Source: an optimization exercise on an open RTL-to-GDS flow (aim: small area). Production flows keep margins and buffers that such runs may drop.
Only simulation tests tie the RTL to the original design; equivalence was not proved.
The flow treats the clock pin as an ideal source, which a real chip does not have.
Power is estimated from default activity; no workload was simulated.

==> flow/design.v (excerpt) <==
module conv_ctrl_top
(
    input  logic        clk,
    input  logic        rst,
    input  logic        start,
    input  logic [39:0] cfg,
    input  logic        weight_ack,
    input  logic        load_done,
    input  logic        run_done,
    input  logic        drain_done,
    output logic        weight_req,
    output logic        load_en,
    output logic        load_restart,
    output logic        run_start,
    output logic        drain_en,
    output logic [3:0]  bank_sel,
    output logic [19:0] ifmap_win,
    output logic [19:0] weight_win,
    output logic [19:0] out_win,
    output logic        done_filter,
    output logic        done_all
);
Size: about 970 cells after synthesis, roughly 120 flip-flops.
Settings: LEC_CHECK=0, CAP_MARGIN=20, CORE_MARGIN=2, CORE_UTILIZATION=70, SLEW_MARGIN=20; clock period 30.0 ns.
standard.sh (not shown) runs the stock make flow with config.mk's settings and CLKGATE_MAP_FILE= SYNTH_SCRIPT=/design/flow/synth_recipe.tcl, a recipe that flattens the netlist after the stock synthesis.
==> flow/flow/run.sh <==
#!/bin/bash
# The standard layout with an area-oriented synthesis mapping:
# ripple-carry adders instead of Kogge-Stone, no full/half-adder cell
# extraction, an area-only ABC script, and the smallest buffer on ports.
# The clock tree uses small clock buffers and no dummy loads; those
# driving the slowest clock pins are then upsized (post_cts.tcl).
# Registers are inferred and mapped exactly as in the standard synthesis.
set -euo pipefail
W=$(pwd)
F=$W/flow
{ head -n 1 synth_recipe.tcl; cat $F/abc_proc.tcl; tail -n +2 synth_recipe.tcl; } > $W/flow_synth.tcl
export FLOW_ABC_SCRIPT=$F/abc_area.script
export BUFFER_PORTS_ARGS="-buffer_cell sky130_fd_sc_hd__buf_1"
export CTS_ARGS="-sink_clustering_enable -repair_clock_nets -dont_use_dummy_load \
  -buf_list sky130_fd_sc_hd__clkbuf_4 -root_buf sky130_fd_sc_hd__clkbuf_4 \
  -sink_clustering_size 16 -sink_clustering_max_diameter 60"
export POST_CTS_TCL=$F/post_cts.tcl
bash standard.sh SYNTH_SCRIPT=$W/flow_synth.tcl ADDER_MAP_FILE= \
  "SYNTH_OPERATIONS_ARGS=-extra-map $F/lcu_ripple.v" finish > $W/standard.log 2>&1
Other scripts of this flow, unchanged in this note and not shown: flow/flow/abc_area.script, flow/flow/abc_proc.tcl, flow/flow/lcu_ripple.v, flow/flow/post_cts.tcl
The first run produced a clean layout.
==> next run, changes <==
--- a/flow/design.v
+++ b/flow/design.v
@@ -254,56 +254,60 @@
         if (!rst) begin
             i_rem <= 10'd1;
         end else if (chan_setup) begin
             i_rem <= len;
         end else if (tile_setup) begin
             i_rem <= i_left[10] ? 10'd0 : i_left[9:0];
         end
     end
     always_ff @(posedge clk or negedge rst) begin
         if (!rst) begin
             i_e1 <= 10'd1;
-        end else if (chan_first || (state == S_CSN && chan[3:0] == 4'd15)) begin
-            i_e1 <= (chan_first ? 10'd0 : i_e1) + len;
+        end else if (chan_first) begin
+            i_e1 <= len;
+        end else if (state == S_CSN && chan[3:0] == 4'd15) begin
+            i_e1 <= i_e1 + len;
         end
     end
     logic [4:0] w_kern;      
     logic [9:0] w_next;
     assign w_next = w_s + {5'd0, w_kern};
     assign w_e    = w_next - 10'd1;
     always_ff @(posedge clk or negedge rst) begin
         if (!rst) begin
             w_kern <= 5'd1;
-        end else if (chan_setup) begin
+        end else if (state == S_CSL) begin
             w_kern <= kern;
         end
     end
     always_ff @(posedge clk or negedge rst) begin
         if (!rst) begin
             w_s <= '0;
         end else if (chan_first || (state == S_CSN && chan[5:0] == 6'd63)) begin
             w_s <= '0;
         end else if (state == S_CSN) begin
             w_s <= w_next;
         end
     end
     logic [9:0] o_x;         
     assign o_s = {o_b[9:4] + tile[5:0], o_b[3:0]};
     assign o_e = o_b + o_x;
     always_ff @(posedge clk or negedge rst) begin
         if (!rst) begin
             o_b <= '0;
             o_x <= '0;
-        end else if (chan_setup) begin
-            if (chan_first) o_b <= (state == S_CSL) ? 10'd0 : o_e + 10'd1;
+        end else if (state == S_CSL) begin
+            o_b <= '0;
             o_x <= olm1w;
+        end else if (state == S_CSB) begin
+            o_b <= o_e + 10'd1;
         end
     end
     assign bank_sel     = chan_lo;
     assign ifmap_win    = {i_s, i_e};
     assign weight_win   = {w_s, w_e};
     assign out_win      = {o_s, o_e};
     assign weight_req   = (state == S_WRL) || (state == S_WRB) || (state == S_WRN);
     assign load_en      = (state == S_LOAD);
     assign load_restart = (state == S_RSTR);
     assign run_start    = (state == S_RUN);
     assign drain_en     = (state == S_DRAIN);
Outcome:
- sequential power stays flat
- design area barely changes
- sequential share of layout area goes down by 0.11 points
- cell count goes down by 0.65%
- global-route usage goes down by 0.51 points


job 3288:
Another version of the RTL of conv_ctrl_top (not shown whole).
Size: ~970 cells after synthesis, about 120 flip-flops, roughly 120 I/O pins, about 7200 µm² of cells after synthesis.
Settings: LEC_CHECK=0, CAP_MARGIN=20, CORE_MARGIN=2, CORE_UTILIZATION=70, SLEW_MARGIN=20; clock period 30.0 ns.
==> flow/flow/abc_area.script <==
strash
&get -n
&fraig -x
&put
scorr
dc2
strash
dch -f
amap -F 20 -A 20
strash
dch -f
amap -F 20 -A 20
==> flow/flow/abc_proc.tcl <==
# Map the logic with this flow's area script in place of ORFS's
proc abc {args} {
  set i [lsearch -exact $args -script]
  if { $i >= 0 } {
    lset args [expr { $i + 1 }] $::env(FLOW_ABC_SCRIPT)
  }
  yosys abc {*}$args
}
==> flow/flow/lcu_ripple.v <==
(* techmap_celltype = "$lcu" *)
module _80_lcu_ripple (P, G, CI, CO);
	parameter WIDTH = 2;

	(* force_downto *)
	input [WIDTH-1:0] P, G;
	input CI;

	(* force_downto *)
	output [WIDTH-1:0] CO;

	integer i;
	(* force_downto *)
	reg [WIDTH-1:0] g;

	wire [1023:0] _TECHMAP_DO_ = "proc; opt -fast";

	always @* begin
		g = G;
		g[0] = g[0] | (P[0] & CI);
		for (i = 1; i < WIDTH; i = i + 1)
			g[i] = g[i] | P[i] & g[i - 1];
	end

	assign CO = g;
endmodule
==> flow/flow/post_cts.tcl <==
estimate_parasitics -placement
set flow_upsized 0
foreach inst [get_cells -filter "ref_name == sky130_fd_sc_hd__clkbuf_4"] {
  set out [get_pins -of_objects $inst -filter "direction == output"]
  set worst 0
  foreach pin [get_pins -of_objects [get_nets -of_objects $out] -filter "direction == input"] {
    foreach rf {rise fall} {
      set s [get_property $pin slew_max_$rf]
      if { $s > $worst } { set worst $s }
    }
  }
  if { $worst > 0.1 } {
    replace_cell $inst sky130_fd_sc_hd__clkbuf_8
    incr flow_upsized
  }
}
puts "upsized $flow_upsized clock buffers"
if { $flow_upsized > 0 } {
  detailed_placement
  estimate_parasitics -placement
}
Scripts as last shown in full above: flow/flow/run.sh
For job 2804, these inputs were changed with respect to job 3288:
diff --git a/flow/design.v b/flow/design.v
--- a/flow/design.v
+++ b/flow/design.v
@@ -264,49 +264,47 @@
             i_e1 <= 10'd1;
         end else if (chan_first || (state == S_CSN && chan[3:0] == 4'd15)) begin
             i_e1 <= (chan_first ? 10'd0 : i_e1) + len;
         end
     end
     logic [4:0] w_kern;      
     logic [9:0] w_next;
     assign w_next = w_s + {5'd0, w_kern};
     assign w_e    = w_next - 10'd1;
     always_ff @(posedge clk or negedge rst) begin
         if (!rst) begin
             w_kern <= 5'd1;
-        end else if (state == S_CSL) begin
+        end else if (chan_first) begin
             w_kern <= kern;
         end
     end
     always_ff @(posedge clk or negedge rst) begin
         if (!rst) begin
             w_s <= '0;
         end else if (chan_first || (state == S_CSN && chan[5:0] == 6'd63)) begin
             w_s <= '0;
         end else if (state == S_CSN) begin
             w_s <= w_next;
         end
     end
     logic [9:0] o_x;         
     assign o_s = {o_b[9:4] + tile[5:0], o_b[3:0]};
     assign o_e = o_b + o_x;
     always_ff @(posedge clk or negedge rst) begin
         if (!rst) begin
             o_b <= '0;
             o_x <= '0;
-        end else if (state == S_CSL) begin
-            o_b <= '0;
+        end else if (chan_first) begin
+            o_b <= (state == S_CSL) ? 10'd0 : o_e + 10'd1;
             o_x <= olm1w;
-        end else if (state == S_CSB) begin
-            o_b <= o_e + 10'd1;
         end
     end
     assign bank_sel     = chan_lo;
     assign ifmap_win    = {i_s, i_e};
     assign weight_win   = {w_s, w_e};
     assign out_win      = {o_s, o_e};
     assign weight_req   = (state == S_WRL) || (state == S_WRB) || (state == S_WRN);
     assign load_en      = (state == S_LOAD);
     assign load_restart = (state == S_RSTR);
     assign run_start    = (state == S_RUN);
     assign drain_en     = (state == S_DRAIN);
     assign done_filter  = (state == S_BCHK);
==> comparison <==
Taking job 3288 as the reference, in job 2804 number of instances in the placed design held steady; total leakage power held steady; peak clock frequency supported by timing held steady; number of library cell types mapped by synthesis shrank by 1; setup slack grew by 22 ps. In the flow results for job 2804 and job 3288, the clock power is smaller on job 2804. Between job 2804 and job 3288, the register share of the cell area does not differ in any meaningful way. Min routed wire length across job 2804 and job 3288: job 2804. Job 2804: via count higher than job 3288. Job 2804 vs. job 3288: first-iteration DRC count went up, total power went down about 0.5%.

-- what the ideal ports hide --
Ports are ideal in the flow. The routed layouts listed here were re-timed in OpenROAD. Step 1, drivers: a clkbuf_16 drives clk and a buf_2 each remaining input, both assumed. Step 2 moves the port delays by t, midway between the first and last clock arrival at a register: inputs arrive t later, outputs are due t later. That takes back most of the time a late clock gives input paths. Slacks: ideal ports / drivers / drivers and shift; pairs: ideal ports / drivers.
run	t (ns)	setup slack, ns	worst hold slack (ns)	worst setup path after step 2	clock arrival spread, ns
the first run of note 1	0.451	20.334 / 20.296 / 20.747	0.486 / 0.486 / 0.486	register to output	0.023 / 0.022
the second run of note 1	0.442	20.344 / 20.308 / 20.750	0.478 / 0.478 / 0.478	register to output	0.021 / 0.022
job 3288	0.457	20.292 / 20.255 / 20.712	0.482 / 0.482 / 0.482	register to output	0.037 / 0.036
job 2804	0.447	20.314 / 20.278 / 20.725	0.472 / 0.472 / 0.472	register to output	0.038 / 0.038
After both steps setup and hold are still met in every run listed.
